What follows belongs to an exercise in optimizing a design on an open flow for small area; a production flow would make more cautious choices.
Only simulation tests tie the RTL to the original design; equivalence was not proved.
Power and IR drop assume default switching activity. The flow treats the clock pin as an ideal source, which a real chip does not have.

== harbor ==
// rv_regfile_sb
module rv_regfile_sb #(
  parameter  int XLEN   = 32,
  parameter  int NREGS  = 32,
  parameter  int NRD    = 2,
  parameter  int BYPASS = 1,
  localparam int AW     = $clog2(NREGS)
) (
  input  logic                clk,
  input  logic                rst_n,
  input  logic [NRD*AW-1:0]   rd_addr,
  output logic [NRD*XLEN-1:0] rd_data,
  output logic [NRD-1:0]      rd_ready,
  input  logic                alloc_en,
  input  logic [AW-1:0]       alloc_addr,
  input  logic                wr_en,
  input  logic [AW-1:0]       wr_addr,
  input  logic [XLEN-1:0]     wr_data,
  input  logic                clear_req,
  output logic                clear_busy,
  output logic [NREGS-1:0]    pending
);
  localparam logic [AW-1:0] LAST_REG = AW'(NREGS - 1);
  logic                       busy_q;
  logic [AW-1:0]              cnt_q;
  logic [NREGS-1:0]           pend_q;
  logic [NREGS-1:0]           vld_q;
  logic [NREGS-1:1][XLEN-1:0] data_q;
  logic                       idle;
  logic [NREGS-1:0]           wsel;    
  logic [NREGS-1:0]           asel;    
  logic [NREGS-1:0]           csel;    
  logic [NREGS-1:0]           live;    
  assign idle       = !busy_q;
  assign clear_busy = busy_q;
  assign pending    = pend_q;
  always_comb begin
    for (int r = 0; r < NREGS; r++) begin
      wsel[r] = (r != 0) && idle && wr_en    && (wr_addr    == AW'(r));
      asel[r] = (r != 0) && idle && alloc_en && (alloc_addr == AW'(r));
      csel[r] = (r != 0) && busy_q           && (cnt_q      == AW'(r));
      live[r] = vld_q[r] && !((BYPASS != 0) && wsel[r]);
    end
  end
  always_ff @(posedge clk or negedge rst_n) begin
    if (!rst_n) begin
      busy_q <= 1'b0;
      cnt_q  <= '0;
    end else if (busy_q) begin
      busy_q <= (cnt_q != LAST_REG);
      cnt_q  <= cnt_q + 1'b1;
    end else if (clear_req) begin
      busy_q <= 1'b1;
      cnt_q  <= AW'(1);
    end
  end
  always_ff @(posedge clk or negedge rst_n) begin
    if (!rst_n) begin
      pend_q <= '0;
      vld_q  <= '0;
    end else begin
  ...
For scale: roughly 1100 flip-flops, ~43000 um^2 of cells after synthesis.
clock: 7.0 ns
lec_check: 0
cap_margin: 20
core_margin: 2
core_utilization: 62
cts_buf_list: sky130_fd_sc_hd__clkbuf_16
cts_cluster_diameter: 100
cts_cluster_size: 30
place_density: 0.72
slew_margin: 20
synth_hierarchical: 1
synth_minimum_keep_size: 0
standard.sh (not shown) runs the stock make flow with config.mk's settings and CLKGATE_MAP_FILE= SYNTH_SCRIPT=/design/flow/synth_recipe.tcl, a recipe that flattens the netlist after the stock synthesis.
==> flow/flow/run.sh <==
#!/bin/bash
# Layout flow: the standard ORFS flow (standard.sh), unchanged synthesis,
# floorplan, power grid and routing, with two placement/CTS options changed:
#  - ports are buffered with the small sky130_fd_sc_hd__buf_1 (repair_design
#    still upsizes any that need it) instead of ORFS's default choice;
#  - clock tree synthesis does not insert dummy loads, with larger sink
#    clusters on clkbuf_16.
# The full output of make and every tool goes to flow_make.log here; ORFS
# keeps each step's own log under orfs/logs/.
set -euo pipefail
bash standard.sh \
  "BUFFER_PORTS_ARGS=-buffer_cell sky130_fd_sc_hd__buf_1" \
  "CTS_ARGS=-sink_clustering_enable -repair_clock_nets -dont_use_dummy_load -buf_list sky130_fd_sc_hd__clkbuf_16 -sink_clustering_size 30 -sink_clustering_max_diameter 100" \
  finish > flow_make.log 2>&1
Here is what was changed in the inputs of nickel compared with harbor.
Settings: a change of PLACE_DENSITY from 0.72 to 0.65; a change of CORE_UTILIZATION from 62 to 55.
==> flow/run.sh (new file) <==
#!/bin/bash
# synth_recipe.tcl (not shown) runs the flow's synth.tcl, then flattens the netlist and writes it again
# the make line also repeats each setting of config.mk as NAME=value (left out here)
make -C /OpenROAD-flow-scripts/flow DESIGN_CONFIG=/design/flow/config.mk WORK_HOME=/design/flow/orfs CLKGATE_MAP_FILE= SYNTH_SCRIPT=/design/flow/synth_recipe.tcl finish
removed: flow/flow/run.sh
removed: flow/standard.sh
==> comparison <==
The die used by nickel is larger than the one used by harbor. Summary of nickel over harbor: post-CTS clock slew at the launch and capture registers of the worst setup and hold paths +0.04 ns; number of nets in the layout +4.0%; final standard cell count with taps included and fillers excluded +about 8%; final non-filler cell area +about 6%. nickel finished every step from synthesis to the final layout, and the layout passed the timing, design-rule and antenna checks. harbor: flow completed, timing, DRC and antenna clean. Side by side, combinational share of power turned out higher in nickel than in harbor. For nickel, the capture point of the worst path was rd_data[26], unlike harbor, where it was rd_data[33].
What pepper does differently from nickel at the input level:
Settings: PLACE_DENSITY now 0.82, was 0.65; CORE_UTILIZATION now 62, was 55.
==> flow/flow/run.sh (new file) <==
#!/bin/bash
# Layout flow: the standard ORFS flow (standard.sh), unchanged synthesis,
# floorplan, power grid and routing, with two placement/CTS options changed:
#  - ports are buffered with the small sky130_fd_sc_hd__buf_1 (repair_design
#    still upsizes any that need it) instead of ORFS's default choice;
#  - clock tree synthesis does not insert dummy loads, with larger sink
#    clusters on clkbuf_16.
# The full output of make and every tool goes to flow_make.log here; ORFS
# keeps each step's own log under orfs/logs/.
set -euo pipefail
bash standard.sh \
  "BUFFER_PORTS_ARGS=-buffer_cell sky130_fd_sc_hd__buf_1" \
  "CTS_ARGS=-sink_clustering_enable -repair_clock_nets -dont_use_dummy_load -buf_list sky130_fd_sc_hd__clkbuf_16 -sink_clustering_size 30 -sink_clustering_max_diameter 100" \
  finish > flow_make.log 2>&1
==> flow/standard.sh (new file) <==
#!/bin/bash
# synth_recipe.tcl (not shown) runs the flow's synth.tcl, then flattens the netlist and writes it again
# the make line also repeats each setting of config.mk as NAME=value (left out here)
make -C /OpenROAD-flow-scripts/flow DESIGN_CONFIG=/design/flow/config.mk WORK_HOME=/design/flow/orfs CLKGATE_MAP_FILE= SYNTH_SCRIPT=/design/flow/synth_recipe.tcl "${@:-finish}"
removed: flow/run.sh
Run comparison: pepper origin of the worst setup path rd_addr[6]; nickel origin of the worst setup path wr_addr[0]
Part of the power in combinational logic ended up 1.7 points lower on pepper than on nickel.
Taking nickel as the reference, in pepper wire length of the first global-routing pass lost 8.5%; HPWL after detailed placement lost about 16%; buffering stage count on the worst path with inverters included picked up an extra 1.
## Diff of input files: raven against pepper
Settings: PLACE_DENSITY: 0.82 -> 0.78; CORE_UTILIZATION: 62 -> 68.
[summary]
Cell area: raven vs pepper — no meaningful difference
The run showing the greater worst hold slack is raven.
Total routed wirelength delta (raven − pepper): unfavourable
raven vs pepper: maximum fanout count along the critical path up in raven

==> what the ideal ports hide <==
The flow's constraints put no driver on any port. The routed layouts listed below were extracted and timed again, unchanged, in two steps.
Step 1: set_driving_cell puts a clkbuf_16 on clk and a buf_2 on each other input, an assumption about the parent block.
Step 2 moves the port delays by t, midway between the first and last clock arrival at a register: inputs arrive t later, outputs are due t later. That takes back most of the time a late clock gives input paths.
Slacks: ideal / step 1 / step 2; pairs: ideal / step 1.
run | t (ns) | setup WS [ns] | worst register clock-pin slew, ns
harbor | 0.684 | 0.412 / 0.361 / 0.361 | 0.12 / 0.12
nickel | 0.703 | 0.268 / 0.218 / 0.218 | 0.12 / 0.12
pepper | 0.683 | 0.413 / 0.386 / 0.386 | 0.11 / 0.11
raven | 0.670 | 0.535 / 0.504 / 0.504 | 0.12 / 0.12
After both steps setup and hold are still met in every run listed. The setup slack of harbor, which loses most, moves by -0.051 ns with the drivers and by -0.051 ns with both steps.
